This is an optimization exercise on Yosys and OpenROAD, whose aim is small area and a short achievable clock period, not a production implementation. In this exercise RTL edits were held to simulation tests only and were not proved equivalent to the original.

==> run F: inputs <==
==> flow/design.v <==
`timescale 1ns/10ps
package y86_isa_pkg;
	typedef enum logic [3:0] {
		HALT   = 4'h0,
		NOP    = 4'h1,
		RRMOVQ = 4'h2,  
		IRMOVQ = 4'h3,
		RMMOVQ = 4'h4,
		MRMOVQ = 4'h5,
		OPQ    = 4'h6,
		JXX    = 4'h7,
		CALL   = 4'h8,
		RET    = 4'h9,
		PUSHQ  = 4'hA,
		POPQ   = 4'hB
	} icode_e;
	typedef enum logic [3:0] {
		RAX   = 4'h0,
		RCX   = 4'h1,
		RDX   = 4'h2,
		RBX   = 4'h3,
		RSP   = 4'h4,  
		RBP   = 4'h5,
		RSI   = 4'h6,
		RDI   = 4'h7,
		R8    = 4'h8,
		R9    = 4'h9,
		R10   = 4'hA,
		R11   = 4'hB,
		R12   = 4'hC,
		R13   = 4'hD,
		R14   = 4'hE,
		RNONE = 4'hF   
	} reg_id_e;
	typedef enum logic [2:0] {
		SBUB = 3'h0,  
		SAOK = 3'h1,
		SHLT = 3'h2,
		SADR = 3'h3,  
		SINS = 3'h4   
	} stat_e;
endpackage
`timescale 1ns/10ps
package y86_pipe_pkg;
	typedef struct packed {
		logic        valid;
		logic [2:0] stat;
		logic [3:0] icode;
		logic [3:0]  ifun;
		logic [3:0] rA;
		logic [3:0] rB;
		logic [63:0] valC;
		logic [63:0] valP;
	} d_reg_t;
	typedef struct packed {
		logic        valid;
		logic [2:0] stat;
		logic [3:0] icode;
		logic [3:0]  ifun;
		logic [63:0] valC;
		logic [63:0] valA;
		logic [63:0] valB;
		logic [3:0] dstE;
		logic [3:0] dstM;
		logic [3:0] srcA;
		logic [3:0] srcB;
	} e_reg_t;
	typedef struct packed {
		logic [3:0] e_dstE;
		logic [63:0] e_valE;
		logic [3:0] M_dstE;
		logic [63:0] M_valE;
		logic [3:0] M_dstM;
		logic [63:0] m_valM;
		logic [3:0] W_dstE;
		logic [63:0] W_valE;
		logic [3:0] W_dstM;
		logic [63:0] W_valM;
	} fwd_bus_t;
endpackage
`timescale 1ns/10ps
module y86_regfile (
	input  logic         clk,
	input  logic         arst_n,
	input  logic [3:0]   W_dstE,
	input  logic [63:0]  W_valE,
	input  logic [3:0]   W_dstM,
	input  logic [63:0]  W_valM,
	output logic [14:0][63:0] data,
	output logic [14:0]       written
);
	logic [14:0]       wE, wM;
	always_comb begin
		for (int i = 0; i < 15; i++) begin
			wM[i] = (W_dstM == 4'(i));
			wE[i] = (W_dstE == 4'(i));
		end
	end
	always_ff @(posedge clk or negedge arst_n) begin
		if (!arst_n) begin
			written <= '0;
		end else begin
			written <= written | wM | wE;
		end
	end
	always_ff @(posedge clk) begin
		for (int i = 0; i < 15; i++) begin
			if (wM[i]) begin
				data[i] <= W_valM;
			end else if (wE[i]) begin
				data[i] <= W_valE;
			end else begin
				data[i] <= data[i];
			end
		end
	end
endmodule
`timescale 1ns/10ps
module y86_decode_ctrl (
	input  logic [3:0] icode,
	input  logic [3:0] rA,
	input  logic [3:0] rB,
	output logic [3:0] srcA,
	output logic [3:0] srcB,
	output logic [3:0] dstE,
	output logic [3:0] dstM
);
	always_comb begin
		case (icode)
			4'h2, 4'h4, 4'h6, 4'hA: srcA = rA;
			4'h9, 4'hB:             srcA = 4'h4;
			default:                srcA = 4'hF;
		endcase
		case (icode)
			4'h4, 4'h5, 4'h6:       srcB = rB;
			4'h8, 4'h9, 4'hA, 4'hB: srcB = 4'h4;
			default:                srcB = 4'hF;
		endcase
		case (icode)
			4'h2, 4'h3, 4'h6:       dstE = rB;
			4'h8, 4'h9, 4'hA, 4'hB: dstE = 4'h4;
			default:                dstE = 4'hF;
		endcase
		case (icode)
			4'h5, 4'hB:             dstM = rA;
			default:                dstM = 4'hF;
		endcase
	end
endmodule
`timescale 1ns/10ps
module y86_forward (
	input  logic [3:0]        rX,
	input  logic              use_r,
	input  logic              use_4,
	input  logic              use_p,
	input  logic [63:0]       valP,
	input  logic [339:0]      fwd,
	input  logic [14:0][63:0] regs,
	input  logic [14:0]       written,
	output logic [63:0]       val
);
	logic [4:0][3:0]  dst;
	logic [4:0][63:0] fv;
	logic [4:0]       eq;
	logic [4:0]       hit;
	logic [4:0]       uniq;
	logic             nohit;
	logic [14:0]      addr;
	logic [63:0]      rd;
	assign dst[0] = fwd[339:336]; assign fv[0] = fwd[335:272];
	assign dst[1] = fwd[203:200]; assign fv[1] = fwd[199:136];
	assign dst[2] = fwd[271:268]; assign fv[2] = fwd[267:204];
	assign dst[3] = fwd[67:64];   assign fv[3] = fwd[63:0];
	assign dst[4] = fwd[135:132]; assign fv[4] = fwd[131:68];
	genvar k;
	generate
		for (k = 0; k < 5; k++) begin : g_eq
			assign eq[k] = (use_r && (rX != 4'hF) && (rX == dst[k])) ||
			               (use_4 && (dst[k] == 4'h4));
		end
	endgenerate
	assign uniq[0] = 1'b1;
	assign uniq[1] = (dst[1] != dst[0]);
	assign uniq[2] = (dst[2] != dst[0]) && (dst[2] != dst[1]);
	assign uniq[3] = (dst[3] != dst[0]) && (dst[3] != dst[1]) && (dst[3] != dst[2]);
	assign uniq[4] = (dst[4] != dst[0]) && (dst[4] != dst[1]) && (dst[4] != dst[2]) && (dst[4] != dst[3]);
	assign hit = eq & uniq;
	assign nohit  = (eq == 5'b0);
	genvar i;
	generate
		for (i = 0; i < 15; i++) begin : g_addr
			if (i == 4) begin : g_sp
				assign addr[i] = written[i] && ((use_r && (rX == 4'(i))) || use_4);
			end else begin : g_other
				assign addr[i] = written[i] && use_r && (rX == 4'(i));
			end
		end
	endgenerate
	always_comb begin
		rd = '0;
		for (int j = 0; j < 15; j++) begin
			rd = rd | ({64{addr[j]}} & regs[j]);
		end
	end
	assign val = ({64{use_p}}  & valP)  |
	             ({64{hit[0]}} & fv[0]) |
	             ({64{hit[1]}} & fv[1]) |
	             ({64{hit[2]}} & fv[2]) |
	             ({64{hit[3]}} & fv[3]) |
	             ({64{hit[4]}} & fv[4]) |
	             ({64{nohit}}  & rd);
endmodule
`timescale 1ns/10ps
module y86_decode_stage (
	input  logic         clk,
	input  logic         arst_n,
	input  logic         d_valid,
	input  logic         credit_return,
	output logic         valid,
	output logic         stall
);
	logic [1:0] credits;
	logic [1:0] credits_nx;
	logic       accept;
	assign accept = d_valid && !stall;
	always_comb begin
		case ({accept, credit_return})
			2'b10:   credits_nx = credits - 1'b1;
			2'b01:   credits_nx = credits + 1'b1;
			default: credits_nx = credits;  
		endcase
	end
	always_ff @(posedge clk or negedge arst_n) begin
		if (!arst_n) begin
			credits <= 2'd2;
			stall   <= 1'b0;
			valid   <= 1'b0;
		end else begin
			credits <= credits_nx;
			stall   <= (credits_nx == 2'd0);
			valid   <= accept;
		end
	end
endmodule
`timescale 1ns/10ps
module y86_decode_top (
	input  logic         clk,
	input  logic         arst_n,
	input  logic [147:0] d_in,
	input  logic [339:0] fwd,
	input  logic         credit_return,
	output logic [219:0] e_out,
	output logic         stall
);
	logic [3:0]  icode, rA, rB;
	logic [3:0]  srcA, srcB, dstE, dstM;
	logic        use_valp;
	logic        a_r, a_4, b_r, b_4;
	logic [63:0] valA, valB;
	logic [14:0][63:0] regs;
	logic [14:0]       written;
	logic        valid;
	logic [218:0] q_pay;
	assign icode    = d_in[143:140];
	assign rA       = d_in[135:132];
	assign rB       = d_in[131:128];
	assign use_valp = (icode == 4'h7) || (icode == 4'h8);
	assign a_r = (icode == 4'h2) || (icode == 4'h4) || (icode == 4'h6) || (icode == 4'hA);
	assign a_4 = (icode == 4'h9) || (icode == 4'hB);
	assign b_r = (icode == 4'h4) || (icode == 4'h5) || (icode == 4'h6);
	assign b_4 = (icode == 4'h8) || (icode == 4'h9) || (icode == 4'hA) || (icode == 4'hB);
	y86_decode_ctrl u_ctrl (
		.icode (icode),
		.rA    (rA),
		.rB    (rB),
		.srcA  (srcA),
		.srcB  (srcB),
		.dstE  (dstE),
		.dstM  (dstM)
	);
	y86_regfile u_regfile (
		.clk    (clk),
		.arst_n (arst_n),
		.W_dstE (fwd[135:132]),
		.W_valE (fwd[131:68]),
		.W_dstM (fwd[67:64]),
		.W_valM (fwd[63:0]),
		.data    (regs),
		.written (written)
	);
	y86_forward u_fwdA (
		.rX       (rA),
		.use_r    (a_r),
		.use_4    (a_4),
		.use_p    (use_valp),
		.valP     (d_in[63:0]),
		.fwd      (fwd),
		.regs     (regs),
		.written  (written),
		.val      (valA)
	);
	y86_forward u_fwdB (
		.rX       (rB),
		.use_r    (b_r),
		.use_4    (b_4),
		.use_p    (1'b0),
		.valP     (d_in[63:0]),
		.fwd      (fwd),
		.regs     (regs),
		.written  (written),
		.val      (valB)
	);
	y86_decode_stage u_stage (
		.clk           (clk),
		.arst_n        (arst_n),
		.d_valid       (d_in[147]),
		.credit_return (credit_return),
		.valid         (valid),
		.stall         (stall)
	);
	always_ff @(posedge clk) begin
		q_pay <= {d_in[146:144], icode, d_in[139:136], d_in[127:64],
		          valA, valB, dstE, dstM, srcA, srcB};
	end
	assign e_out = {valid, q_pay};
endmodule
`timescale 1ns/10ps
module y86_decode (
	input  logic         clk,
	input  logic         arst_n,
	input  logic [147:0] d_in,
	input  logic [339:0] fwd,
	input  logic         credit_return,
	output logic [219:0] e_out,
	output logic         stall
);
	y86_decode_top u_top (
		.clk           (clk),
		.arst_n        (arst_n),
		.d_in          (d_in),
		.fwd           (fwd),
		.credit_return (credit_return),
		.e_out         (e_out),
		.stall         (stall)
	);
endmodule
==> flow/flow/run.sh <==
#!/bin/bash
# The standard layout (standard.sh) with two changes to how it is made:
#  - the port buffers are buf_2 cells rather than the resizer's default pick;
#  - timing repair may resize a cell to any footprint (MATCH_CELL_FOOTPRINT=0).
# The make output goes to standard.log; ORFS's own logs stay under orfs/logs.
set -euo pipefail
bash standard.sh MATCH_CELL_FOOTPRINT=0 "BUFFER_PORTS_ARGS=-buffer_cell sky130_fd_sc_hd__buf_2" finish > standard.log 2>&1
==> flow/standard.sh <==
#!/bin/bash
# synth_recipe.tcl (not shown) runs the flow's synth.tcl, then flattens the netlist and writes it again
# the make line also repeats each setting of config.mk as NAME=value (left out here)
make -C /OpenROAD-flow-scripts/flow DESIGN_CONFIG=/design/flow/config.mk WORK_HOME=/design/flow/orfs CLKGATE_MAP_FILE= SYNTH_SCRIPT=/design/flow/synth_recipe.tcl "${@:-finish}"
==> flow/config.mk <==
export PLATFORM = sky130hd
export DESIGN_NAME = y86_decode
export DESIGN_NICKNAME = y86_decode
export VERILOG_FILES = /design/flow/design.v
export SDC_FILE = /design/flow/constraint.sdc
export NUM_CORES = 4
export LEC_CHECK = 0
export CAP_MARGIN = 20
export CORE_MARGIN = 2
export CORE_UTILIZATION = 40
export PLACE_DENSITY = 0.55
export SETUP_SLACK_MARGIN = 2.6
export SLEW_MARGIN = 20
export TNS_END_PERCENT = 5
==> flow/constraint.sdc <==
create_clock -name core_clock -period 5.0 [get_ports {clk}]
set_input_delay 1.0000 -clock core_clock [delete_from_list [all_inputs] [get_ports {clk}]]
set_output_delay 1.0000 -clock core_clock [all_outputs]
set_load 0.01 [all_outputs]
==> run B: changes against run F <==
- CTS_BUF_LIST: not set -> sky130_fd_sc_hd__clkbuf_8
==> flow_metrics.tcl <==
set metrics [dict create \
    internal-power_uw 17600 \
    cp.required_ns 5.95 \
    antennaDiodeCount 23 \
    swShare_pct 30.1 \
    status "finished clean" \
    final_area_sq_um 78600 \
    clock_buffers 229 \
    vias 61700 \
    track_usage_pct 41.1 \
    cp.depth 10 \
    grt_pass1_wl_um 471000 \
    seq_area_sq_um 33700 \
    clock_power_uw 9200 \
    critPathLaunch "d_in[135]" \
]
the above is filed under run B

==> flow_metrics.tcl <==
set metrics [dict create \
    status "finished clean" \
    cp.required_ns 5.70 \
    seq_area_sq_um 33700 \
    cp.depth 9 \
    swShare_pct 28.7 \
    clock_power_uw 10800 \
    final_area_sq_um 80800 \
]
the above is filed under run F

## re-timing with driven ports
In the flow no input, the clock included, has a driving cell. The finished layouts below were timed again as built, in two steps.
Step 1 (the two cells are an assumption about what drives the block):
set clk [get_ports {clk}]
set_driving_cell -lib_cell sky130_fd_sc_hd__clkbuf_16 $clk
set_driving_cell -lib_cell sky130_fd_sc_hd__buf_2 [delete_from_list [all_inputs] $clk]
Step 2 also shifts input and output timing later by t, the mid clock arrival at the registers, as if the neighbouring blocks saw the same clock.
Slacks: no drivers / after step 1 / after step 2; pairs: no drivers / after step 1.
run | t, ns | setup slack, ns | hold WS [ns] | worst data-port slew with drivers (ns)
run F | 0.910 | 2.314 / 2.317 / 1.407 | 0.238 / 0.164 / 0.520 | 0.34
run B | 1.082 | 2.350 / 2.335 / 1.294 | 0.123 / 0.052 / 0.519 | 0.19
After both steps setup and hold are still met in every run listed. For run B, which loses most, drivers alone change the setup slack by -0.015 ns; drivers and shift together by -1.056 ns.
